Source: an optimization exercise on an open RTL-to-GDS flow (aim: small area, a short achievable clock period and few clock cycles per item). Production flows keep margins and buffers that such runs may drop. At most, simulation tests tie the RTL to the original design; equivalence was not proved. Only the layout flow was run in run 5; the RTL was not checked for function there. No activity file was given, so power comes from the tool's default toggle rates.

[config.mk]
export PLATFORM = sky130hd
export DESIGN_NAME = des_sbox_engine
export DESIGN_NICKNAME = des_sbox_engine
export VERILOG_FILES = /design/flow/design.v
export SDC_FILE = /design/flow/constraint.sdc
export NUM_CORES = 4
export LEC_CHECK = 0
export CAP_MARGIN = 30
export CORE_MARGIN = 2
export CORE_UTILIZATION = 30
export SLEW_MARGIN = 40
[constraint.sdc]
create_clock -name core_clock -period 8.0 [get_ports {i_clk}]
set_input_delay 1.6000 -clock core_clock [delete_from_list [all_inputs] [get_ports {i_clk}]]
set_output_delay 1.6000 -clock core_clock [all_outputs]
set_load 0.01 [all_outputs]
[design.v]
module des_sbox_engine #(
  parameter int unsigned NUM_BOX = 8,
  parameter int unsigned IN_W    = 6,
  parameter int unsigned OUT_W   = 4,
  parameter int unsigned LANES   = 2
) (
  input  logic                       i_clk,
  input  logic                       i_rst_n,
  input  logic                       i_cfg_we,
  input  logic [$clog2(NUM_BOX)-1:0] i_cfg_box,
  input  logic [IN_W-1:0]            i_cfg_addr,
  input  logic [OUT_W-1:0]           i_cfg_data,
  output logic                       o_cfg_drop,
  input  logic                       i_valid,
  output logic                       o_ready,
  input  logic [NUM_BOX*IN_W-1:0]    i_vector,
  output logic                       o_valid,
  input  logic                       i_ready,
  output logic [NUM_BOX*OUT_W-1:0]   o_vector,
  output logic                       o_busy
);
  localparam int unsigned BOX_W  = $clog2(NUM_BOX);
  localparam int unsigned DEPTH  = 2 ** IN_W;
  localparam int unsigned VIN_W  = NUM_BOX * IN_W;
  localparam int unsigned VOUT_W = NUM_BOX * OUT_W;
  localparam int unsigned ENT_W  = OUT_W;
  typedef enum logic [1:0] {IDLE, RUN, DONE} state_e;
  state_e              state_q, state_d;
  logic [BOX_W-1:0]    cnt_q, cnt_d;
  logic [VIN_W-1:0]    vec_q, vec_d;
  logic [VOUT_W-1:0]   res_q, res_d;
  logic                drop_q, drop_d;
  logic [ENT_W-1:0]    tbl_q [NUM_BOX][DEPTH];
  logic                cfg_box_ok;
  logic                cfg_wr;
  logic [ENT_W-1:0]    cfg_ent;
  logic [BOX_W-1:0]    lane_box [LANES];
  logic [ENT_W-1:0]    lane_ent [LANES];
  assign cfg_box_ok = (32'(i_cfg_box) < NUM_BOX);
  assign cfg_wr     = i_cfg_we && (state_q == IDLE) && cfg_box_ok;
  assign drop_d     = i_cfg_we && ((state_q != IDLE) || !cfg_box_ok);
  assign cfg_ent = i_cfg_data;
  always_comb begin
    for (int l = 0; l < LANES; l++) begin
      lane_box[l] = cnt_q + BOX_W'(l);
    end
  end
  always_comb begin
    for (int l = 0; l < LANES; l++) begin
      lane_ent[l] = tbl_q[lane_box[l]][vec_q[(NUM_BOX - 32'(lane_box[l])) * IN_W - 1 -: IN_W]];
    end
  end
  always_comb begin
    state_d = state_q;
    cnt_d   = cnt_q;
    vec_d   = vec_q;
    res_d   = res_q;
    unique case (state_q)
      IDLE: begin
        if (i_valid) begin
          vec_d   = i_vector;
          cnt_d   = '0;
          state_d = RUN;
        end
      end
      RUN: begin
        for (int l = 0; l < LANES; l++) begin
          res_d[(NUM_BOX - 32'(lane_box[l])) * OUT_W - 1 -: OUT_W] = lane_ent[l][OUT_W-1:0];
        end
        cnt_d = cnt_q + BOX_W'(LANES);
        if (32'(cnt_q) + LANES == NUM_BOX) begin
          cnt_d   = '0;
          state_d = DONE;
        end
      end
      DONE: begin
        if (i_ready) begin
          state_d = IDLE;
        end
      end
      default: state_d = IDLE;
    endcase
  end
  always_ff @(posedge i_clk or negedge i_rst_n) begin
    if (!i_rst_n) begin
      state_q <= IDLE;
      cnt_q   <= '0;
      vec_q   <= '0;
      res_q   <= '0;
      drop_q  <= 1'b0;
    end else begin
      state_q <= state_d;
      cnt_q   <= cnt_d;
      vec_q   <= vec_d;
      res_q   <= res_d;
      drop_q  <= drop_d;
    end
  end
  always_ff @(posedge i_clk or negedge i_rst_n) begin
    if (!i_rst_n) begin
      for (int b = 0; b < NUM_BOX; b++) begin
        for (int a = 0; a < DEPTH; a++) begin
          tbl_q[b][a] <= '0;
        end
      end
    end else if (cfg_wr) begin
      tbl_q[i_cfg_box][i_cfg_addr] <= cfg_ent;
    end
  end
  assign o_ready  = (state_q == IDLE);
  assign o_valid  = (state_q == DONE);
  assign o_vector = res_q;
  assign o_busy   = (state_q != IDLE);
  assign o_cfg_drop = drop_q;
endmodule
[run.sh]
#!/bin/bash
# synth_recipe.tcl (not shown) runs the flow's synth.tcl, then flattens the netlist and writes it again
# the make line also repeats each setting of config.mk as NAME=value (left out here)
make -C /OpenROAD-flow-scripts/flow DESIGN_CONFIG=/design/flow/config.mk WORK_HOME=/design/flow/orfs CLKGATE_MAP_FILE= SYNTH_SCRIPT=/design/flow/synth_recipe.tcl finish
==> results of run 1 <==
[cell families (layout without fill, tap and decap cells)]
family | Yosys count | after routing
multiplexers | 2162 | 2162
other | 2 | 62
AO/OA/AOI/OAI | 1449 | 1449
adder cells (fa/ha/maj) | 44 | 44
XOR/XNOR | 13 | 13
flip-flops | 2133 | 2133
AND/OR/NAND/NOR | 1987 | 1987
buffers and inverters | 747 | 1180
[layout make-up]
class                   instances  area, sq um  share of cell area, %
clock buffers                 328         6820                   5.65
repair buffers                710         6770                   5.61
clock inverters               120         1500                   1.24
inverters                      22         82.6                 0.0684
diodes                         54          135                  0.112
flip-flops and latches       2133        53400                   44.2
well taps                    4515         5650                   4.68
multi-input cells            5663        46300                   38.4
[routing by layer]
layer	GRT usage, %	wire, microns	vias up
met5	0	217	-
met3	10.3	60800	2244
li1	-	-	32600
met1	43.7	237000	46400
met4	36.6	77600	34
met2	55.6	282000	6313
[worst paths after layout]
path                                           start                         to
max                             cnt_q[1]$_DFFE_PN0P_      res_q[12]$_DFFE_PN0P_
min                        tbl_q[275][3]$_DFFE_PN0P_  tbl_q[275][3]$_DFFE_PN0P_
max reg2reg                     cnt_q[1]$_DFFE_PN0P_      res_q[12]$_DFFE_PN0P_
min reg2reg                tbl_q[275][3]$_DFFE_PN0P_  tbl_q[275][3]$_DFFE_PN0P_
max in group asynchronous                    i_rst_n  tbl_q[382][3]$_DFFE_PN0P_
min in group asynchronous                    i_rst_n  tbl_q[167][0]$_DFFE_PN0P_
[critical path, stage by stage, from the launching register on]
cell and delay (ns):
dfrtp_4 0.70, buf_4 0.29, ha_1 0.32, inv_1 0.22, ha_1 0.18, a21o_1 0.36, xor2_1 0.44, nand2_1 0.21
a21oi_4 0.63, buf_4 0.40, a2111oi_4 0.14, buf_4 0.33, buf_4 0.26, a222oi_1 0.80, o22ai_1 0.48, or4_1 0.69
nor4_4 0.66, buf_4 0.28, a31oi_1 0.09
[power by group through the flow]
| stage | clock, W | combinational [W] | sequential (W) |
|---|---|---|---|
| global placement | 0 | 0.0287 | 0.0118 |
| floorplan | 0 | 0.0103 | 0.0115 |
| finish | 0.0120 | 0.0306 | 0.0116 |
| global route | 0.0125 | 0.0295 | 0.0117 |
| CTS | 0.0121 | 0.0290 | 0.0116 |
| detailed placement | 0 | 0.0288 | 0.0118 |
[per-stage QoR]
stage / setup slack [ns] / total power [W]
2_1_floorplan: 1.35 / 0.0218
3_3_place_gp: -0.382 / 0.0405
3_5_place_dp: 0.647 / 0.0407
4_1_cts: 0.591 / 0.0526
5_1_grt: 0.405 / 0.0537
6_report: 0.324 / 0.0543
[layout by cell type, fill, tap and decap left out, types with 96 or more instances in the layout]
master,n
dfrtp_1,2131
a32oi_1,112
nand3_1,309
o22ai_1,141
mux2_2,2074
nand4_1,140
clkbuf_16,246
a21oi_1,134
buf_4,507
nand2_1,863
a22o_1,107
a22oi_1,379
nor2_1,161
clkdlybuf4s50_1,96
[flip-flops by register name, indices dropped and copies added (netlist names)]
signal and flops:
drop_q 1, vec_q 48, state_q 2, tbl_q 2048
cnt_q 2, res_q 32
[cells in the mapped netlist (all sizes together) (112+ instances only)]
cell type  instances
nor2             220
nand2            875
a21oi            142
dfrtp           2133
nand3            311
mux2            2074
clkbuf           588
a32oi            112
nand4            140
nor3             115
buf              137
a22oi            381
o22ai            142
==> flow_summary.toml, run 1 <==
[status]
outcome = "complete, no violations"

[synthesis]
synth_compound_area_share_pct = 10.7
synth.area.top_cells = "dfrtp_1 53%, mux2_2 23%, nand2_1 3.2%"
ys.flop_type = "dfrtp_1"
yosysTopAreaCell = "dfrtp_1"
synthCells = 8537
synth-async-reset-ratio_pct = 100
postSynthAreaPerCell_sq_um = 11.9
netlist-cell-type-count = 89
synthAdderAreaFrac_pct = 0.564
synth-edff-count = 0
synth-seq-area-share_pct = 52.5
synth_top_area_share_pct = 52.5
syn-cell-area_sq_um = 102000
yosys_warnings = 4
muxShareOfSynthArea_pct = 24.0
synth_seq_cells = 2133
synth_top_family_by_area = "multiplexers"
synthSimpleGateAreaFrac_pct = 9.18
synthXorXnorAreaFrac_pct = 0.119

[timing]
totalNegativeSetupSlack_ns = 0
drv_slew = 0
finalCritPeriodShare_pct = 95.9
relSlewSlack_pct = 26.1
fin_crit_ns = 7.68
rsz0062_at_grt = "false"
finalSetupViolations = 0
worst_hold_slack_ns = 0.502
worstMarginPinSlew_ns = 1.11
final_hold_viol_count = 0
fmax_mhz = 130
skew_ns = 0.0448

[route]
routed-via-count = 87500
vias_per_cell = 6.46
drt-initial-drc-count = 11900
routed_wl_microns = 658000
remaining_drc_errors = 0
wl_per_cell_microns = 48.6
firstDrtPassIters = 8
ant_nets = 0

[place]
place.gp.congestion = 1.11
hpwl_microns = 479000
port_buffers = 101
placed_area_sq_um = 112000
dp.cells = 13000

[layout]
final_cells = 13500
utilization_pct = 35.8
final_layout_size_suffix_gt1_share_pct = 37.0
fillCellCount = 33100
layout.nets = 8883
syn_to_final_growth_pct = 18.7
design_area_sq_um = 121000

[power_and_ir_drop]
switching_share_pct = 54.7
p_int_w = 0.0246
combPwrFrac_pct = 56.4
vdd_drop_max_mv = 0.644
clockPowerShare_pct = 22.1
leakagePower_nw = 55.6
pwr-share-seq_pct = 21.5
p_sw_w = 0.0297
p_per_area_nw_per_um2 = 450

[clocking]
cts_tree = "done"
path_clk_slew_ns = 0.06
clock_latency_ns = 0.97
numCtsBuffers = 243
root_buffer = "clkbuf_16"
h-tree-depth = 4
numClockSinks = 2133
cts_resized = 0
ctsLongestPathBuffers = 4
cts_setup_buffers = 0
cts.hold.buffers_added = 0

[grt]
antenna_found_initial = 79
grt_pass1_vias = 85300
track_usage_pct = 37.7
grt_pass1_wl_microns = 860000
grt_overflow = 0
grt_max_degree = 155

[worst_setup_path]
cp_max_fo = 27
crit_arrival_ns = 8.51
worstSetupStartpointType = "flip-flop"
path_class = "flip-flop to flip-flop"
rrSetupSlack_ns = 0.32
cp-end-kind = "flip-flop"
reg2reg_depth = 18
critPathRequiredTime_ns = 8.83

[floorplanning]
start_util_pct = 30.2
num_rows = 213
core_sq_um = 337000
io_pins = 102
die_area_sq_um = 344000
die_h_microns = 586
die_w_microns = 586

[run]
maxCapViolations = 0

[min_path]
holdPathStages = 1
min_path_type = "flip-flop to flip-flop"
Testbench counts, summed over its fixed seeds: cycles 24,000, items 4,000.
==> run 2, diff against run 1 <==
==> design.v (replaced) <==
module des_sbox_engine #(
  parameter int unsigned NUM_BOX = 8,
  parameter int unsigned IN_W    = 6,
  parameter int unsigned OUT_W   = 4,
  parameter int unsigned LANES   = 8
) (
  input  logic                       i_clk,
  input  logic                       i_rst_n,
  input  logic                       i_cfg_we,
  input  logic [$clog2(NUM_BOX)-1:0] i_cfg_box,
  input  logic [IN_W-1:0]            i_cfg_addr,
  input  logic [OUT_W-1:0]           i_cfg_data,
  output logic                       o_cfg_drop,
  input  logic                       i_valid,
  output logic                       o_ready,
  input  logic [NUM_BOX*IN_W-1:0]    i_vector,
  output logic                       o_valid,
  input  logic                       i_ready,
  output logic [NUM_BOX*OUT_W-1:0]   o_vector,
  output logic                       o_busy
);
  localparam int unsigned DEPTH  = 2 ** IN_W;
  localparam int unsigned VOUT_W = NUM_BOX * OUT_W;
  logic              busy_q;    
  logic              drop_q;
  logic [VOUT_W-1:0] res_q, res_d;
  logic [OUT_W-1:0]  tbl_q [NUM_BOX][DEPTH];
  logic              cfg_wr;
  logic              acc;
  assign o_ready = !busy_q || i_ready;
  assign acc     = i_valid && o_ready;
  assign cfg_wr  = i_cfg_we && !busy_q;
  always_comb begin
    for (int b = 0; b < NUM_BOX; b++) begin
      if (cfg_wr && (32'(i_cfg_box) == b) &&
          (i_cfg_addr == i_vector[(NUM_BOX - b) * IN_W - 1 -: IN_W])) begin
        res_d[(NUM_BOX - b) * OUT_W - 1 -: OUT_W] = i_cfg_data;
      end else begin
        res_d[(NUM_BOX - b) * OUT_W - 1 -: OUT_W] =
          tbl_q[b][i_vector[(NUM_BOX - b) * IN_W - 1 -: IN_W]];
      end
    end
  end
  always_ff @(posedge i_clk or negedge i_rst_n) begin
    if (!i_rst_n) begin
      busy_q <= 1'b0;
      drop_q <= 1'b0;
    end else begin
      busy_q <= acc || (busy_q && !i_ready);
      drop_q <= i_cfg_we && busy_q;
    end
  end
  always_ff @(posedge i_clk) begin
    if (o_ready) begin
      res_q <= res_d;
    end
  end
  always_ff @(posedge i_clk or negedge i_rst_n) begin
    if (!i_rst_n) begin
      for (int b = 0; b < NUM_BOX; b++) begin
        for (int a = 0; a < DEPTH; a++) begin
          tbl_q[b][a] <= '0;
        end
      end
    end else if (cfg_wr) begin
      tbl_q[i_cfg_box][i_cfg_addr] <= i_cfg_data;
    end
  end
  assign o_valid    = busy_q;
  assign o_busy     = busy_q;
  assign o_vector   = res_q;
  assign o_cfg_drop = drop_q;
endmodule
==> run 2 against run 1 <==
Against the previous run: worst setup slack better by 2.7 ns; combinational power down 95%; area after synthesis decreased by 8.4%; clock skew is 0.025 ns higher; sequential power down 7%; final cell count down 2.7%; non-clock buffer count is 362 lower; flip-flop and latch count shrank 51; via count is 13% lower; power fell by 58%; still clean; highest routed layer unchanged.
==> flow_summary.toml, run 2 <==
[layout]
regMostFlops = "tbl_q"
layout_commonest_cell = "dfrtp_1"
syn_to_final_growth_pct = 14.6
largest_register_ffs = 2048
final_layout_size_suffix_gt1_share_pct = 17.3
top_regs = "tbl_q: 2048 flops, res_q: 32 flops"
layout.nets = 8934
design_area_sq_um = 107000
final_cell_mix = "2050 x dfrtp_1, 1899 x nand2_1, 1410 x o21ai_0, 762 x mux2_2, 391 x a22oi_1"

[synthesis]
synth_most_common_cell = "dfrtp_1"
yosysTopAreaCell = "dfrtp_1"
synth_seq_cells = 2082
postSynthAreaPerCell_sq_um = 10.4
synth_top_area_share_pct = 55.1
synth-seq-area-share_pct = 56.1
syn-cell-area_sq_um = 93100
synth_common_cells = "2050 x dfrtp_1, 1900 x nand2_1, 1410 x o21ai_0, 762 x mux2_2, 443 x clkbuf_1"
yosys_warnings = 2
synth-edff-count = 32
synthCells = 8947
netlist-cell-type-count = 84
ys.flop_type = "dfrtp_1"
synth-async-reset-ratio_pct = 98.5
synth.area.top_cells = "dfrtp_1 55%, mux2_2 9.2%, nand2_1 7.7%"

[min_path]
holdPathStages = 2
min_path_type = "flip-flop to flip-flop"
min_from = "tbl_q[192][1]$_DFFE_PN0P_"
min_delay_worst_endpoint = "tbl_q[192][1]$_DFFE_PN0P_"

[route]
routed-via-count = 75800
drt-initial-drc-count = 10500
routed_wl_microns = 361000
wl_per_cell_microns = 27.4
remaining_drc_errors = 0
vias_per_cell = 5.75
ant_nets = 0
firstDrtPassIters = 8

[clocking]
numCtsBuffers = 219
cts_setup_buffers = 0
cts_tree = "done"
h-tree-depth = 4
cts_resized = 0
path_clk_slew_ns = 0.06
root_buffer = "clkbuf_16"
cts.hold.buffers_added = 0
clock_latency_ns = 0.91
ctsLongestPathBuffers = 3
numClockSinks = 2082

[grt]
antenna_found_initial = 20
grt_max_degree = 162
grt_pass1_vias = 74500
track_usage_pct = 22.3
grt_overflow = 0
grt_pass1_wl_microns = 526000

[timing]
worst_hold_slack_ns = 0.476
final_hold_viol_count = 0
fin_crit_ns = 4.97
drv_slew = 0
relSlewSlack_pct = 32.7
fmax_mhz = 201
skew_ns = 0.0698
worstMarginPinSlew_ns = 1.01
finalCritPeriodShare_pct = 62.1
totalNegativeSetupSlack_ns = 0
finalSetupViolations = 0
rsz0062_at_grt = "false"

[place]
place.gp.congestion = 0.945
port_buffers = 101
placed_area_sq_um = 99200
hpwl_microns = 235000

[floorplanning]
num_rows = 204
core_sq_um = 309000
die_w_microns = 561
die_area_sq_um = 315000
die_h_microns = 561
start_util_pct = 30.1
io_pins = 102

[worst_setup_path]
crit_arrival_ns = 3.37
cp_max_fo = 11
rr_startpoint = "busy_q$_DFF_PN0_"
cp-end-kind = "primary output"
reg2reg_depth = 5
path_class = "input pin to primary output"
regToRegEndpoint = "tbl_q[190][2]$_DFFE_PN0P_"
rrSetupSlack_ns = 4.75
critPathRequiredTime_ns = 6.40
worstSetupStartpointType = "input pin"

[run]
maxCapViolations = 0

[status]
outcome = "complete, no violations"

[power_and_ir_drop]
p_per_area_nw_per_um2 = 213
vdd_drop_max_mv = 0.223
leakagePower_nw = 45.8
run 2: how the worst max path moves through the flow:
stage / from / to / cells after the start
floorplan: i_ready / o_ready / 1
global placement: i_vector[7] / res_q[7]$_DFFE_PN_ / 8
detailed placement: i_vector[21] / res_q[12]$_DFFE_PN_ / 7
CTS: i_ready / o_ready / 3
global route: i_ready / o_ready / 3
finish: i_ready / o_ready / 3
run 2: layer usage:
layer	GRT usage [%]	routed length, microns	vias up
li1	-	-	32200
met1	30.3	148000	38600
met2	33.7	159000	4167
met3	4.88	34700	860
met4	10.8	18800	24
met5	0	161	-
run 2: final cells by class:
cell class / count / area (sq um)
Antenna cell: 10 / 25.0
Fill cell: 30900 / 202000
Inverter: 18 / 108
Timing Repair Buffer: 348 / 3140
Multi-Input combinational cell: 6199 / 38700
Clock inverter: 80 / 1030
Sequential cell: 2082 / 52300
Tap cell: 4120 / 5150
Clock buffer: 324 / 6370
run 2: worst max-delay path, stage by stage:
cell	delay [ns]
clkdlybuf4s50_1	0.46
nand2b_4	0.39
clkdlybuf4s50_1	0.87
run 2: cell families (layout without fill, tap and decap cells):
family,Yosys count,in the layout,share of synthesized area [%]
simple gates,2706,2706,13.0
compound gates,2647,2647,17.6
xor+xnor,48,48,0.451
mux,798,798,9.70
flops,2082,2082,56.1
buf+inv,666,770,3.07
other cells,0,10,0
run 2: per-stage QoR:
| step | power, W | worst slack (ns) | util, % | instances |
|---|---|---|---|---|
| detailed placement | 0.0124 | 2.79 | 32.1 | 12800 |
| floorplan | 0.0116 | 3.90 | - | 8947 |
| global placement | 0.0124 | 2.67 | 32.0 | 12700 |
| CTS | 0.0228 | 3.03 | 34.5 | 13200 |
| finish | 0.0228 | 3.03 | 34.6 | 13200 |
| global route | 0.0234 | 3.00 | 34.6 | 13200 |
run 2: power breakdown:
group          total, W  leakage, nW  internal, W  switching [W]
Combinational   0.00145         13.3     0.000338        0.00111
Clock            0.0105         3.63      0.00596        0.00456
Sequential       0.0108         28.9       0.0107       0.000104
Total            0.0228         45.8       0.0170        0.00577
Testbench counts of run 2, summed over its fixed seeds: cycles 4,008, items 4,000.
==> run 3, diff against run 2 <==
--- a/config.mk
+++ b/config.mk
@@ -7,5 +7,6 @@
 export LEC_CHECK = 0
 export CAP_MARGIN = 30
 export CORE_MARGIN = 2
-export CORE_UTILIZATION = 30
+export CORE_UTILIZATION = 50
+export SETUP_SLACK_MARGIN = 4.6
 export SLEW_MARGIN = 40
==> run 3 against run 2 <==
Against the previous run: still clean on timing, DRC and antenna; synthesized cell count unchanged; combinational power is 3% higher; maximum frequency increased by 32%; routed wire length down 2.8%; die area shrank 40%; clock skew decreased by 0.047 ns; flip-flop and latch count is the same; clock-buffer cell count up 6; via count about the same; register-to-register slack improved by 0.48 ns; critical endpoint unchanged.
==> flow_summary.toml, run 3 <==
[status]
outcome = "complete, no violations"

[synthesis]
synth-async-reset-ratio_pct = 98.5
synth_seq_cells = 2082
synth_most_common_cell = "dfrtp_1"
synth-seq-area-share_pct = 56.1
yosysTopAreaCell = "dfrtp_1"
synth_top_area_share_pct = 55.1
synth_common_cells = "2050 x dfrtp_1, 1900 x nand2_1, 1410 x o21ai_0, 762 x mux2_2, 443 x clkbuf_1"
ys.flop_type = "dfrtp_1"
netlist-cell-type-count = 84
synth.area.top_cells = "dfrtp_1 55%, mux2_2 9.2%, nand2_1 7.7%"
synth-edff-count = 32
synthCells = 8947
yosys_warnings = 2
syn-cell-area_sq_um = 93100
postSynthAreaPerCell_sq_um = 10.4

[clocking]
cts_tree = "done"
numClockSinks = 2082
numCtsBuffers = 221
ctsLongestPathBuffers = 3
root_buffer = "clkbuf_16"
path_clk_slew_ns = 0.06
h-tree-depth = 4
clock_latency_ns = 0.89
cts.hold.buffers_added = 0

[floorplanning]
start_util_pct = 50.3
core_sq_um = 185000
num_rows = 158
die_area_sq_um = 190000
io_pins = 102
die_h_microns = 436
die_w_microns = 436

[place]
dp.cells = 11100
port_buffers = 101
hpwl_microns = 223000
place.gp.congestion = 0.959

[layout]
final_cell_mix = "2049 x dfrtp_1, 1888 x nand2_1, 1406 x o21ai_0, 762 x mux2_2, 383 x a22oi_1"
final_cells = 11600
layout_commonest_cell = "dfrtp_1"
layout.nets = 9002
final_layout_size_suffix_gt1_share_pct = 19.9
regMostFlops = "tbl_q"
utilization_pct = 57.5
largest_register_ffs = 2048
syn_to_final_growth_pct = 14.5
top_regs = "tbl_q: 2048 flops, res_q: 32 flops"

[power_and_ir_drop]
vdd_drop_max_mv = 0.189
clockPowerShare_pct = 46.1
switching_share_pct = 24.8
combPwrFrac_pct = 6.6
p_int_w = 0.0171
p_sw_w = 0.00565
leakagePower_nw = 46.6
pwr-share-seq_pct = 47.3
p_per_area_nw_per_um2 = 214

[grt]
track_usage_pct = 36.4
grt_pass1_wl_microns = 516000
grt_max_degree = 156
grt_pass1_vias = 73800
antenna_found_initial = 13
grt_overflow = 0

[route]
routed_wl_microns = 351000
vias_per_cell = 6.53
remaining_drc_errors = 0
firstDrtPassIters = 8
drt-initial-drc-count = 10300
routed-via-count = 75700
ant_nets = 0
wl_per_cell_microns = 30.2

[worst_setup_path]
worstSetupStartpointType = "input pin"
max_stage_delay_ns = 0.26
path_buf_inv = 2
critPathRequiredTime_ns = 6.40
cp_max_fo = 2
cp-end-kind = "primary output"
reg2reg_depth = 6
cp_slowest_cell = "nand2b_4"
cpMostUsedCell = "buf_6"
crit_arrival_ns = 2.16
path_class = "input pin to primary output"
path_depth = 3
crit_chain = "buf_6, nand2b_4, buf_6"
critPathTopFamily = "buffers and inverters"

[timing]
skew_ns = 0.0229
finalSetupViolations = 0
fmax_mhz = 266
relSlewSlack_pct = 38.0
fin_crit_ns = 3.76
finalCritPeriodShare_pct = 47.0
totalNegativeSetupSlack_ns = 0
rsz0062_at_grt = "true"
worstMarginPinSlew_ns = 0.930
final_hold_viol_count = 0
drv_slew = 0

[min_path]
holdPathStages = 2
min_path_type = "flip-flop to flip-flop"

[run]
maxCapViolations = 0
## run 3: area by class of cell
cell class	instances	area, sq um
clock inverters	77	873
flip-flops and latches	2082	52300
multi-input cells	6200	39600
clock buffers	330	6510
diodes	5	12.5
inverters	18	116
well taps	2480	3100
repair buffers	413	4100
fillers	16000	78600
## run 3: what timing repair did
| item | CTS | global route |
|---|---|---|
| pin swaps | 26 | 28 |
| buffers inserted | 44 | 23 |
| setup endpoints to repair | 1372 | 387 |
| gates resized for setup | 264 | 157 |
| cloned | 1 | 2 |
## run 3: metrics by stage
stage	worst slack [ns]	power (W)	hold slack (ns)	cell area, sq um
after detailed placement	2.76	0.0124	0.465	97200
after global placement	2.29	0.0124	0.454	97000
after floorplan	4.47	0.0116	0.441	93400
after global routing	4.22	0.0234	0.493	107000
final	4.24	0.0228	0.478	107000
after CTS	4.20	0.0228	0.478	106000
## run 3: final timing paths
| kind | startpoint | end | slack, ns |
|---|---|---|---|
| worst min register to register | tbl_q[20][3]$_DFFE_PN0P_ | tbl_q[20][3]$_DFFE_PN0P_ | 0.48 |
| max in group asynchronous | i_rst_n | tbl_q[371][0]$_DFFE_PN0P_ | 5.18 |
| worst max register to register | busy_q$_DFF_PN0_ | tbl_q[503][1]$_DFFE_PN0P_ | 5.23 |
| min in group asynchronous | i_rst_n | tbl_q[170][3]$_DFFE_PN0P_ | 0.57 |
| worst min-delay path | tbl_q[20][3]$_DFFE_PN0P_ | tbl_q[20][3]$_DFFE_PN0P_ | 0.48 |
| worst max-delay path | i_ready | o_ready | 4.24 |
## run 3: kinds of logic (layout without fill, tap and decap cells)
group / Yosys count / count (layout) / synth area share [%]
other: 0 / 5 / 0
buffers and inverters: 666 / 838 / 3.07
XOR/XNOR: 48 / 48 / 0.451
multiplexers: 798 / 798 / 9.70
AND/OR/NAND/NOR: 2706 / 2707 / 13.0
AO/OA/AOI/OAI: 2647 / 2647 / 17.6
flip-flops: 2082 / 2082 / 56.1
## run 3: tightest hold or removal path, stage by stage, from the launching register on
cell	delay, ns
dfrtp_1	0.34
nand2_1	0.04
o21ai_0	0.06
## run 3: layer usage
layer	wire length [microns]	vias to the layer above	track usage [%]
li1	-	32300	-
met1	142000	38200	50.3
met2	152000	4264	53.1
met3	36700	945	9.52
met4	19800	18	18.5
met5	171	-	0.277
## run 3: power groups by stage
| stage | clock network [W] | logic (W) | registers [W] |
|---|---|---|---|
| after floorplan | 0 | 0.000631 | 0.0109 |
| after global placement | 0 | 0.00138 | 0.0110 |
| after detailed placement | 0 | 0.00140 | 0.0110 |
| after CTS | 0.0106 | 0.00143 | 0.0108 |
| after global routing | 0.0110 | 0.00158 | 0.0108 |
| final | 0.0105 | 0.00150 | 0.0108 |
==> run 4, diff against run 3 <==
--- a/config.mk
+++ b/config.mk
@@ -8,5 +8,7 @@
 export CAP_MARGIN = 30
 export CORE_MARGIN = 2
 export CORE_UTILIZATION = 50
+export CTS_BUF_LIST = sky130_fd_sc_hd__clkbuf_4 sky130_fd_sc_hd__clkbuf_8
+export CTS_CLUSTER_SIZE = 20
 export SETUP_SLACK_MARGIN = 4.6
 export SLEW_MARGIN = 40
==> run 4 against run 3 <==
Against the previous run: critical path depth is the same; clock skew grew 0.017 ns; register-to-register slack lost 0.44 ns; core utilization shrank 0.59 points; routed wire length grew 0.12%; worst setup slack lost 0.0050 ns; clock-buffer cell count grew 256; non-clock buffer count shrank 45; first-iteration DRC count grew 0.13%; area after synthesis is the same; via count grew 0.48%; largest power group unchanged.
==> flow_summary.toml, run 4 <==
[floorplanning]
die_h_microns = 436
start_util_pct = 50.3
io_pins = 102
die_w_microns = 436
num_rows = 158
die_area_sq_um = 190000
core_sq_um = 185000

[timing]
skew_ns = 0.0400
finalSetupViolations = 0
drv_slew = 0
rsz0062_at_grt = "true"
fmax_mhz = 266
totalNegativeSetupSlack_ns = 0
final_hold_viol_count = 0
fin_crit_ns = 3.77
finalCritPeriodShare_pct = 47.1
relSlewSlack_pct = 39.8
worstMarginPinSlew_ns = 0.904

[clocking]
clock_latency_ns = 1.10
ctsLongestPathBuffers = 4
root_buffer = "clkbuf_8"
h-tree-depth = 5
path_clk_slew_ns = 0.07
numCtsBuffers = 364
cts_tree = "done"
numClockSinks = 2082

[place]
place.gp.congestion = 0.959
hpwl_microns = 223000
port_buffers = 101
placed_area_sq_um = 97200

[worst_setup_path]
worstSetupStartpointType = "input pin"
rrSetupSlack_ns = 4.79
rr_startpoint = "busy_q$_DFF_PN0_"
cp_max_fo = 2
regToRegEndpoint = "tbl_q[215][1]$_DFFE_PN0P_"
reg2reg_depth = 7
cp-end-kind = "primary output"
crit_arrival_ns = 2.17
path_class = "input pin to primary output"
critPathRequiredTime_ns = 6.40

[layout]
largest_register_ffs = 2048
top_regs = "tbl_q: 2048 flops, res_q: 32 flops"
layout_commonest_cell = "dfrtp_1"
design_area_sq_um = 106000
layout.nets = 9099
regMostFlops = "tbl_q"
syn_to_final_growth_pct = 13.3
final_cell_mix = "2049 x dfrtp_1, 1893 x nand2_1, 1408 x o21ai_0, 762 x mux2_2, 455 x clkbuf_8"
final_layout_size_suffix_gt1_share_pct = 21.3
fillCellCount = 16200

[grt]
grt_pass1_vias = 74600
grt_overflow = 0
grt_pass1_wl_microns = 518000
track_usage_pct = 36.5
grt_max_degree = 156
antenna_found_initial = 12

[power_and_ir_drop]
combPwrFrac_pct = 6.4
switching_share_pct = 25.3
p_int_w = 0.0168
vdd_drop_max_mv = 0.188
p_per_area_nw_per_um2 = 213
pwr-share-seq_pct = 48.0
leakagePower_nw = 46.5
power_w = 0.0225
p_sw_w = 0.00570
clockPowerShare_pct = 45.6

[synthesis]
synth.area.top_cells = "dfrtp_1 55%, mux2_2 9.2%, nand2_1 7.7%"
synth_common_cells = "2050 x dfrtp_1, 1900 x nand2_1, 1410 x o21ai_0, 762 x mux2_2, 443 x clkbuf_1"
synth_most_common_cell = "dfrtp_1"
synth-async-reset-ratio_pct = 98.5
synthCells = 8947
postSynthAreaPerCell_sq_um = 10.4
netlist-cell-type-count = 84
yosysTopAreaCell = "dfrtp_1"
syn-cell-area_sq_um = 93100
synth-edff-count = 32
synth_top_area_share_pct = 55.1
synth_seq_cells = 2082
synth-seq-area-share_pct = 56.1
yosys_warnings = 2
ys.flop_type = "dfrtp_1"

[route]
ant_nets = 0
routed_wl_microns = 351000
wl_per_cell_microns = 29.8
routed-via-count = 76100
firstDrtPassIters = 9
drt-initial-drc-count = 10300
vias_per_cell = 6.46
remaining_drc_errors = 0

[run]
maxCapViolations = 0

[status]
outcome = "complete, no violations"

[min_path]
min_path_type = "input pin to async pin"
-- run 4: layer usage --
layer	wire length, microns	vias up	part of all wire (%)	track usage, %
met3	36400	968	10	9.14
met5	50	-	0.014	0
met4	18900	8	5.4	18.2
li1	-	32500	-	-
met1	142000	38300	41	50.5
met2	153000	4311	44	53.6
-- run 4: per-stage QoR --
stage / setup WS [ns] / util (%) / cells / hold slack (ns)
3_5_place_dp: 2.76 / 52.5 / 11100 / 0.465
3_3_place_gp: 2.29 / 52.3 / 11100 / 0.454
2_1_floorplan: 4.47 / - / 8947 / 0.441
6_report: 4.23 / 57.0 / 11800 / 0.379
4_1_cts: 4.21 / 56.7 / 11800 / 0.478
5_1_grt: 4.23 / 56.9 / 11800 / 0.392
-- run 4: layout make-up --
cell class / count / area [sq um] / share of cell area (%)
flip-flops and latches: 2082 / 52300 / 49.5
multi-input cells: 6199 / 39100 / 37.0
diodes: 15 / 37.5 / 0.0356
well taps: 2480 / 3100 / 2.94
inverters: 18 / 109 / 0.103
clock inverters: 40 / 278 / 0.263
repair buffers: 368 / 3390 / 3.21
clock buffers: 586 / 7250 / 6.87
-- run 4: worst max-delay path by stage --
stage                       start                         to  slack [ns]
finish                    i_ready                    o_ready        4.23
global route              i_ready                    o_ready        4.23
CTS                       i_ready                    o_ready        4.21
detailed placement   i_vector[30]        res_q[23]$_DFFE_PN_        2.76
global placement    i_cfg_addr[5]  tbl_q[437][2]$_DFFE_PN0P_        2.29
floorplan                 i_ready                    o_ready        4.47
-- run 4: what timing repair did --
item,in CTS,in global routing
endpoints found under the hold margin,0,0
pin swaps,8,11
hold buffers,0,0
endpoints found under the setup margin,883,628
buffers inserted,16,10
resized for setup,202,85
-- run 4: cell families (layout without fill, tap and decap cells) --
group | Yosys count | in the layout | synth area share, %
simple gates | 2706 | 2706 | 13.0
buf+inv | 666 | 1012 | 3.07
xor+xnor | 48 | 48 | 0.451
other cells | 0 | 15 | 0
mux | 798 | 798 | 9.70
compound gates | 2647 | 2647 | 17.6
flops | 2082 | 2082 | 56.1
-- run 4: power by group through the flow --
stage	sequential (W)	combinational [W]	clock [W]
after floorplan	0.0109	0.000631	0
after global placement	0.0110	0.00138	0
after detailed placement	0.0110	0.00140	0
after CTS	0.0108	0.00140	0.0104
after global routing	0.0108	0.00152	0.0108
final	0.0108	0.00144	0.0103
-- run 4: worst max-delay path, stage by stage --
cell	delay, ns
buf_6	0.09
nand2b_4	0.26
buf_6	0.20
==> run 5, diff against run 4 <==
--- a/design.v
+++ b/design.v
@@ -22,13 +22,16 @@
   localparam int unsigned DEPTH  = 2 ** IN_W;
   localparam int unsigned VOUT_W = NUM_BOX * OUT_W;
   logic              busy_q;    
+  logic              idle_q;    
   logic              drop_q;
   logic [VOUT_W-1:0] res_q, res_d;
   logic [OUT_W-1:0]  tbl_q [NUM_BOX][DEPTH];
   logic              cfg_wr;
+  logic              ld;
   logic              acc;
-  assign o_ready = !busy_q || i_ready;
-  assign acc     = i_valid && o_ready;
+  assign ld      = !busy_q || i_ready;
+  assign o_ready = idle_q || i_ready;
+  assign acc     = i_valid && ld;
   assign cfg_wr  = i_cfg_we && !busy_q;
   always_comb begin
     for (int b = 0; b < NUM_BOX; b++) begin
@@ -44,14 +47,16 @@
   always_ff @(posedge i_clk or negedge i_rst_n) begin
     if (!i_rst_n) begin
       busy_q <= 1'b0;
+      idle_q <= 1'b1;
       drop_q <= 1'b0;
     end else begin
       busy_q <= acc || (busy_q && !i_ready);
+      idle_q <= !(acc || (busy_q && !i_ready));
       drop_q <= i_cfg_we && busy_q;
     end
   end
   always_ff @(posedge i_clk) begin
-    if (o_ready) begin
+    if (ld) begin
       res_q <= res_d;
     end
   end
--- a/config.mk
+++ b/config.mk
@@ -8,7 +8,5 @@
 export CAP_MARGIN = 30
 export CORE_MARGIN = 2
 export CORE_UTILIZATION = 50
-export CTS_BUF_LIST = sky130_fd_sc_hd__clkbuf_4 sky130_fd_sc_hd__clkbuf_8
-export CTS_CLUSTER_SIZE = 20
 export SETUP_SLACK_MARGIN = 4.6
 export SLEW_MARGIN = 40
==> run 5 against run 4 <==
Against the previous run: still clean; critical path depth stayed put; synthesized cell count is 8.1% higher; flip-flop and latch count is 1 higher; hold slack better by 0.095 ns; register-to-register slack better by 0.36 ns; sequential share of layout area is 2.5 points lower; clock power is 6% higher; clock-buffer cell count is 256 lower; die area is 4.9% higher; clock skew is 0.0098 ns lower; non-clock buffer count is 46 higher; critical endpoint unchanged; largest power group is now the clock network; highest routed layer unchanged.
==> flow_summary.toml, run 5 <==
[status]
outcome = "complete, no violations"

[floorplanning]
core_sq_um = 195000
start_util_pct = 50.2
die_h_microns = 446
die_area_sq_um = 199000
die_w_microns = 446
num_rows = 162
io_pins = 102

[worst_setup_path]
rrSetupSlack_ns = 5.15
crit_chain = "buf_6, or2_4, buf_6"
critPathTopFamily = "simple AND/OR/NAND/NOR gates"
path_buf_inv = 2
cp-end-kind = "primary output"
reg2reg_depth = 8
critPathRequiredTime_ns = 6.40
path_class = "input pin to primary output"
cp_max_fo = 2
crit_arrival_ns = 2.03
regToRegEndpoint = "tbl_q[44][0]$_DFFE_PN0P_"
max_stage_delay_ns = 0.22
rr_startpoint = "busy_q$_DFF_PN0_"
timing.critical_path.from = "i_ready"
cpMostUsedCell = "buf_6"
cp_slowest_cell = "or2_4"
worstSetupStartpointType = "input pin"

[synthesis]
synth_most_common_cell = "dfrtp_1"
synth-async-reset-ratio_pct = 98.5
ys.flop_type = "dfrtp_1"
netlist-cell-type-count = 95
synth.area.top_cells = "dfrtp_1 53%, mux2_2 9.7%, o21ai_0 7.5%"
syn-cell-area_sq_um = 97700
synth_seq_cells = 2083
synth-seq-area-share_pct = 53.5
synth_top_area_share_pct = 52.5
postSynthAreaPerCell_sq_um = 10.1
synthCells = 9674
yosys_warnings = 2
yosysTopAreaCell = "dfrtp_1"
synth-edff-count = 32
synth_common_cells = "2050 x dfrtp_1, 1919 x nand2_1, 1465 x o21ai_0, 839 x mux2_2, 457 x clkbuf_1"

[timing]
final_hold_viol_count = 0
finalCritPeriodShare_pct = 45.3
worstMarginPinSlew_ns = 0.997
relSlewSlack_pct = 33.5
skew_ns = 0.0302
fmax_mhz = 276
drv_slew = 0
rsz0062_at_grt = "true"
fin_crit_ns = 3.63
totalNegativeSetupSlack_ns = 0
finalSetupViolations = 0
worst_hold_slack_ns = 0.474

[min_path]
holdPathStages = 2
min_from = "tbl_q[418][2]$_DFFE_PN0P_"
min_path_type = "flip-flop to flip-flop"
min_delay_worst_endpoint = "tbl_q[418][2]$_DFFE_PN0P_"

[grt]
grt_pass1_wl_microns = 578000
grt_max_degree = 160
track_usage_pct = 39.7
grt_overflow = 0
grt_pass1_vias = 79000
antenna_found_initial = 17

[layout]
top_regs = "tbl_q: 2048 flops, res_q: 32 flops"
final_cell_mix = "2049 x dfrtp_1, 1901 x nand2_1, 1461 x o21ai_0, 839 x mux2_2"
regMostFlops = "tbl_q"
layout_commonest_cell = "dfrtp_1"
final_layout_size_suffix_gt1_share_pct = 19.9
layout.nets = 9676
syn_to_final_growth_pct = 13.8
largest_register_ffs = 2048
final_cells = 12300

[clocking]
path_clk_slew_ns = 0.06
cts.hold.buffers_added = 0
cts_tree = "done"
ctsLongestPathBuffers = 3
h-tree-depth = 4
numClockSinks = 2083
numCtsBuffers = 223
clock_latency_ns = 0.89
root_buffer = "clkbuf_16"

[place]
dp.cells = 11900
port_buffers = 101
place.gp.congestion = 1.07
hpwl_microns = 266000

[route]
routed-via-count = 82300
routed_wl_microns = 401000
drt-initial-drc-count = 10700
remaining_drc_errors = 0
wl_per_cell_microns = 32.5
firstDrtPassIters = 7
vias_per_cell = 6.67
ant_nets = 0

[run]
maxCapViolations = 0

[power_and_ir_drop]
power_w = 0.0235
leakagePower_nw = 48.6
p_per_area_nw_per_um2 = 211
vdd_drop_max_mv = 0.276
## run 5: cell count changes in the layout (fill, tap and decap cells not counted), moves of 67 or more
| cell | before | now |
|---|---|---|
| a222oi_1 | 115 | 35 |
| clkbuf_16 | 0 | 228 |
| nor2b_1 | 16 | 83 |
| clkbuf_4 | 133 | 3 |
| a32oi_1 | 14 | 95 |
| mux2_2 | 762 | 839 |
| nor2_2 | 30 | 101 |
| a22oi_1 | 387 | 169 |
| clkbuf_8 | 455 | 59 |
## run 5: routing by layer
metal / wire length [microns] / up-vias / track usage [%] / part of all wire, %
met3: 40200 / 1079 / 9.29 / 10
met4: 23400 / 16 / 19.2 / 5.8
li1: - / 34800 / - / -
met2: 174000 / 4884 / 58.7 / 43
met5: 102 / - / 0 / 0.025
met1: 163000 / 41500 / 55.1 / 41
## run 5: worst max-delay path by stage
stage                                      endpoint  cells past startpoint  slack [ns]
after detailed placement  tbl_q[370][0]$_DFFE_PN0P_                      6        2.95
after floorplan                  res_q[6]$_DFFE_PN_                      8        4.51
after global placement    tbl_q[491][2]$_DFFE_PN0P_                      6        2.00
final                                       o_ready                      3        4.37
after global routing                        o_ready                      3        4.36
after CTS                                   o_ready                      3        4.34
## run 5: cells by family (layout without fill, tap and decap cells)
logic type | count (synthesis) | after routing | synth area share (%)
multiplexers | 920 | 920 | 10.6
buffers and inverters | 749 | 872 | 3.27
AO/OA/AOI/OAI | 2725 | 2725 | 17.4
other | 0 | 5 | 0
XOR/XNOR | 48 | 48 | 0.430
flip-flops | 2083 | 2083 | 53.5
AND/OR/NAND/NOR | 3149 | 3149 | 14.8
## run 5: area by class of cell
class                   count  area [sq um]
inverters                  45           211
well taps                2542          3180
repair inverters            1          5.00
flip-flops and latches   2083         52300
fillers                 17000         83400
repair buffers            414          4290
multi-input cells        6842         43600
clock buffers             330          6610
diodes                      5          12.5
clock inverters            82          1050
## run 5: worst register-to-register path, stage by stage (launching register included)
cell and delay [ns]:
dfrtp_2 0.43, buf_4 0.18, or3b_4 0.48, buf_6 0.24, nor2_2 0.13, buf_4 0.52
nand2_1 0.46, nand2_1 0.16, o21ai_0 0.09
## run 5: report_power, final
part / leakage (nW) / internal, W / switching [W] / total (W)
Clock: 3.80 / 0.00637 / 0.00451 / 0.0109
Combinational: 15.9 / 0.000441 / 0.00135 / 0.00179
Sequential: 28.9 / 0.0107 / 0.0000992 / 0.0108
## run 5: timing repair
action,CTS,global route
pin swaps,11,16
buffers inserted,25,13
gates resized for setup,248,154
gates cloned,1,3
endpoints found under the setup margin,1375,526
## run 5: metrics by stage
step           setup slack, ns  utilization, %  area, sq um
3_3_place_gp              2.00            52.0       101000
5_1_grt                   4.36            57.2       111000
3_5_place_dp              2.95            52.3       102000
4_1_cts                   4.34            56.7       110000
2_1_floorplan             4.51               -        98100
6_report                  4.37            57.2       111000

[re-timing with driven ports]
The flow's constraints put no driver on any port. The routed layouts listed below were extracted and timed again, unchanged, in two steps.
Step 1 sets driving cells, clkbuf_16 on the clock port and buf_2 on the other inputs (assumed; they add their load-dependent delay and slew).
Step 2 times the ports against the registers' clock, not the clock port: input delays grow and output delays shrink by t, the midpoint of the rising clock arrivals with the driver on.
a / b / c = ideal ports / drivers / drivers and shift; a / b = the first two.
run | t (ns) | slack for setup (ns) | worst setup path after step 2 | slew at the worst register clock pin (ns) | worst data-port slew with drivers (ns)
run 1 | 1.074 | 0.324 / 0.324 / 0.324 | register to register | 0.07 / 0.07 | 0.09
run 2 | 0.978 | 3.029 / 3.007 / 2.625 | input to register | 0.07 / 0.07 | 0.20
run 3 | 0.964 | 4.240 / 4.206 / 3.425 | input to register | 0.07 / 0.07 | 0.25
run 4 | 1.171 | 4.235 / 4.201 / 3.291 | input to register | 0.07 / 0.07 | 0.25
run 5 | 0.967 | 4.372 / 4.331 / 3.516 | input to register | 0.07 / 0.07 | 0.20
After both steps setup and hold are still met in every run listed. For run 4, which loses most, drivers alone change the setup slack by -0.034 ns; drivers and shift together by -0.944 ns.
